Context: an optimization exercise on an open-source flow, tuned for small area. The choices shown serve that exercise and are no tape-out recipe.
The RTL was checked by simulation tests, not by an equivalence proof against the original design.
No activity file was given, so power comes from the tool's default toggle rates.

--- design/flow/design.v ---
module dense_1_feeder #(
  parameter int IN_W            = 32,
  parameter int OUT_W           = 128,
  parameter int WORDS_PER_FRAME = 8,
  parameter int GAP             = 64,
  parameter int DEPTH           = 16
) (
  input  logic             clk,
  input  logic             rst,
  input  logic             vld_in,
  input  logic [IN_W-1:0]  data_in,
  output logic             rdy_out,
  output logic             vld_out,
  output logic [OUT_W-1:0] data_out,
  output logic             last_out,
  output logic             ovf
);
  localparam int PACK    = OUT_W / IN_W;
  localparam int PACK_W  = (PACK > 1) ? $clog2(PACK) : 1;
  localparam int FRAME_W = (WORDS_PER_FRAME > 1) ? $clog2(WORDS_PER_FRAME) : 1;
  localparam int GAP_W   = $clog2(GAP);
  localparam int PTR_W   = $clog2(DEPTH);
  localparam int CNT_W   = $clog2(DEPTH) + 1;
  logic [PACK_W-1:0]  pack_cnt;
  logic [OUT_W-1:0]   pack_word;
  logic [FRAME_W-1:0] frame_idx;
  logic [GAP_W-1:0]   gap_cnt;
  logic [PTR_W-1:0]   wr_ptr;
  logic [PTR_W-1:0]   rd_ptr;
  logic [CNT_W-1:0]   fifo_count;
  logic [OUT_W-1:0]   mem_word [DEPTH];
  logic               mem_last [DEPTH];
  logic               accept;
  logic               push;
  logic               pop;
  logic               word_last;
  logic [OUT_W-1:0]   packed_next;
  assign rdy_out = !rst && (fifo_count < CNT_W'(DEPTH));
  assign accept  = vld_in && rdy_out;
  assign push    = accept && (pack_cnt == PACK_W'(PACK - 1));
  assign pop     = (fifo_count != '0) && (gap_cnt == '0);
  assign packed_next = (pack_word << IN_W) | OUT_W'(data_in);
  assign word_last   = (frame_idx == FRAME_W'(WORDS_PER_FRAME - 1));
  always_ff @(posedge clk) begin
    if (push) begin
      mem_word[wr_ptr] <= packed_next;
      mem_last[wr_ptr] <= word_last;
    end
  end
  always_ff @(posedge clk) begin
    if (rst) begin
      pack_cnt   <= '0;
      pack_word  <= '0;
      frame_idx  <= '0;
      gap_cnt    <= '0;
      wr_ptr     <= '0;
      rd_ptr     <= '0;
      fifo_count <= '0;
      vld_out    <= 1'b0;
      data_out   <= '0;
      last_out   <= 1'b0;
      ovf        <= 1'b0;
    end else begin
      if (vld_in && !rdy_out) begin
        ovf <= 1'b1;
      end
      if (accept) begin
        pack_word <= packed_next;
        if (pack_cnt == PACK_W'(PACK - 1)) begin
          pack_cnt <= '0;
        end else begin
          pack_cnt <= pack_cnt + 1'b1;
        end
      end
      if (push) begin
        wr_ptr <= wr_ptr + 1'b1;
        if (word_last) begin
          frame_idx <= '0;
        end else begin
          frame_idx <= frame_idx + 1'b1;
        end
      end
      if (push && !pop) begin
        fifo_count <= fifo_count + 1'b1;
      end else if (pop && !push) begin
        fifo_count <= fifo_count - 1'b1;
      end
      if (pop) begin
        gap_cnt <= GAP_W'(GAP - 1);
      end else if (gap_cnt != '0) begin
        gap_cnt <= gap_cnt - 1'b1;
      end
      vld_out <= pop;
      if (pop) begin
        rd_ptr   <= rd_ptr + 1'b1;
        data_out <= mem_word[rd_ptr];
        last_out <= mem_last[rd_ptr];
      end else begin
        last_out <= 1'b0;
      end
    end
  end
endmodule
--- design/flow/run.sh ---
#!/bin/bash
# synth_recipe.tcl (not shown) runs the flow's synth.tcl, then flattens the netlist and writes it again
# the make line also repeats each setting of config.mk as NAME=value (left out here)
make -C /OpenROAD-flow-scripts/flow DESIGN_CONFIG=/design/flow/config.mk WORK_HOME=/design/flow/orfs CLKGATE_MAP_FILE= SYNTH_SCRIPT=/design/flow/synth_recipe.tcl finish
--- design/flow/constraint.sdc ---
create_clock -name core_clock -period 5.0 [get_ports {clk}]
set_input_delay 1.0000 -clock core_clock [delete_from_list [all_inputs] [get_ports {clk}]]
set_output_delay 1.0000 -clock core_clock [all_outputs]
set_load 0.01 [all_outputs]
--- design/flow/config.mk ---
export PLATFORM = sky130hd
export DESIGN_NAME = dense_1_feeder
export DESIGN_NICKNAME = dense_1_feeder
export VERILOG_FILES = /design/flow/design.v
export SDC_FILE = /design/flow/constraint.sdc
export NUM_CORES = 4
export LEC_CHECK = 0
export CAP_MARGIN = 20
export CORE_MARGIN = 2
export CORE_UTILIZATION = 40
export SLEW_MARGIN = 20
==> qor.yml <==
timing:
  finalClockSkew_ns: 0.0720
  min_period_over_period_pct: 76.5
  post-route-min-period_ns: 3.83
  relSlewSlack_pct: 23.9
  slew_viol_final: 0
  tightestPinTransition_ns: 1.14
  setup_slack_ns: 1.17
  hold_viol: 0
  rsz0062_at_grt: "false"
  max_freq_mhz: 261
  setup_violations: 0
clock_tree:
  cts_root_buf: "clkbuf_16"
  clk_latency_ns: 0.88
  clk_pin_slew_ns: 0.05
  cts_sinks: 2315
  cts_made_buffers: 226
  cts.htree.levels: 4
  tritoncts: "built"
  cts-hold-fix-buffers: 0
  cts_resized: 0
  clockBufferDepth: 3
  post_cts_buffers: 0
power:
  peakVddDrop_uv: 326
  cellPowerDensity_nw_per_um2: 423
  p_leak_nw: 30.1
route:
  vias: 40800
  viasPerCell: 5.58
  wl_per_cell_um: 28.5
  drtIter0Drc: 4160
  drc_errors: 0
  drt_wl_total_um: 208000
  antenna_left: 0
  dr.pass1.iters: 5
synth:
  synthFlopType: "edfxtp_1"
  yosysUniqueCellTypes: 40
  synthCells: 4009
  netlist_area_um2: 86600
  syn_nets: 4059
  synth_most_common_cell: "edfxtp_1"
  synth.area.top_cells: "edfxtp_1, mux4_2, dfxtp_1"
  ys_seq_area_share_pct: 77.3
  synthTopCellsByCount: "edfxtp_1, mux4_2, dfxtp_1"
  synth.yosys.warnings: 1
  avgSynthCellArea_um2: 21.6
  synth_edf_count: 2064
  yosysTopAreaCellShare_pct: 71.5
  synth_top_area_cell: "edfxtp_1"
  synth-async-reset-ratio_pct: 0
  ys_ff_latch: 2315
cells_and_area:
  fin_nets: 4306
  multi_input_area_um2: 18500
  seq_area_um2: 67000
  final_area_um2: 99500
  fill_cells: 17600
  drive_gt1_share_pct: 24.6
  final_cells: 7301
  fin_util_pct: 46.3
  syn2layout_area_growth_pct: 14.8
setup_path:
  worstSetupStartpointType: "primary input"
  crit_required_ns: 4.00
  crit_fanout: 24
  regToRegSetupSlack_ns: 1.73
  path_class: "in -> out"
  endpoint_kind: "output port"
  cp.arrival_ns: 2.83
placed_design:
  gp_congestion: 0.723
  dpl_worst_slack_ns: 0.860
  port_buffers: 166
  dp.cells: 6866
  placed_area_um2: 92100
  hpwl_um: 110000
floorplanning:
  rows: 170
  initial_core_util_pct: 40.3
  io_pins: 167
  die_y_um: 469
  core_um2: 215000
  dieArea_um2: 220000
  die_x_um: 469
grt:
  grt_first_pass_wirelength_um: 301000
  antenna_found_initial: 6
  grt_max_degree: 131
  grt_use_total_pct: 18.7
  grt_pass1_vias: 42100
  grt-ovfl-total: 0
job:
  cap_violations: 0
outcome:
  status: "complete, no violations"
worst_hold_path:
  hp-class: "reg -> reg"
-- kinds of logic after synthesis --
kind of cell | synth area share, %
adder cells (fa/ha/maj) | 0.225
XOR/XNOR | 0.0910
buffers and inverters | 1.48
AO/OA/AOI/OAI | 2.28
flip-flops | 77.3
multiplexers | 16.6
AND/OR/NAND/NOR | 1.96
-- worst max-delay path, stage by stage --
cell,delay [ns]
clkdlybuf4s50_1,0.60
buf_4,0.32
nor2_1,0.29
clkdlybuf4s50_1,0.60
-- report_power, final --
group / total, W / switching [W] / internal (W)
logic: 0.00240 / 0.00137 / 0.00103
clock network: 0.0167 / 0.00724 / 0.00948
registers: 0.0229 / 0.00117 / 0.0218
total: 0.0420 / 0.00978 / 0.0323
-- path summary, 6_finish.rpt --
| path | start | to | depth (start not counted) |
|---|---|---|---|
| worst max-delay path | rst | rdy_out | 4 |
| worst min-delay path | ovf | ovf | 2 |
| worst max register to register | rd_ptr[0] | data_out[82] | 4 |
| worst min register to register | ovf | ovf | 2 |
-- stage by stage --
| step | power [W] | TNS (ns) | hold WS [ns] |
|---|---|---|---|
| after floorplan | 0.0239 | -1351.01 | 0.440 |
| after CTS | 0.0424 | 0 | 0.474 |
| final | 0.0420 | 0 | 0.474 |
| after detailed placement | 0.0258 | 0 | 0.464 |
| after global routing | 0.0434 | 0 | 0.501 |
| after global placement | 0.0257 | 0 | 0.450 |
-- metal layers --
layer	vias to the layer above	global-route usage [%]	routed length [um]
li1	17200	-	-
met1	22000	26.1	88300
met2	1300	30.9	103000
met3	246	2.98	12700
met4	2	4.66	4290
met5	-	0	13
-- layout make-up --
cell class / instances / share of cell area [%]
Antenna cell: 6 / 0.0151
Clock buffer: 325 / 6.39
Clock inverter: 104 / 1.02
Inverter: 10 / 0.0478
Multi-Input combinational cell: 1445 / 18.6
Sequential cell: 2315 / 67.4
Tap cell: 2838 / 3.57
Timing Repair Buffer: 258 / 2.95
-- registers in the layout (all words and copies together) (netlist names) --
name	count
ovf	1
wr_ptr	4
vld_out	1
mem_last	16
pack_cnt	2
gap_cnt	6
rd_ptr	4
data_out	128
mem_word	2048
fifo_count	5
frame_idx	3
pack_word	96
last_out	1
-- cell usage in the layout (no fill, tap or decap), types with 13 or more instances in the layout --
cell type        instances
dfxtp_1                245
clkbuf_8                29
nand2_1                208
mux2_2                 129
mux4_2                 516
mux2i_1                132
clkinv_1                36
clkinv_2                38
nor3_1                 129
ha_1                    14
edfxtp_1              2064
buf_4                   45
nor2_1                  17
clkbuf_1                68
buf_12                  46
a221o_1                128
clkbuf_16              228
clkdlybuf4s50_1        166
nor2_4                  13
o21ai_0                 99

-- re-timing with driven ports --
No port has a modelled driver above. Below, the same layout with a new extraction and two added sets of constraints. Step 1 (the two cells are an assumption about what drives the block):
set clk [get_ports {clk}]
set_driving_cell -lib_cell sky130_fd_sc_hd__clkbuf_16 $clk
set_driving_cell -lib_cell sky130_fd_sc_hd__buf_2 [delete_from_list [all_inputs] $clk]
Step 2 times the ports against the registers' clock, not the clock port: input delays grow and output delays shrink by t, the midpoint of the rising clock arrivals with the driver on. Three values: ideal ports, drivers, drivers and shift; two values: the first two.
t, ns: 0.929
setup slack, ns: 1.175 / 1.152 / 0.928
worst register clock-pin slew, ns: 0.07 / 0.07
worst slew at a driven data input, ns: 0.12
After both steps setup and hold are still met in this run. The setup slack of this run moves by -0.023 ns with the drivers and by -0.247 ns with both steps.
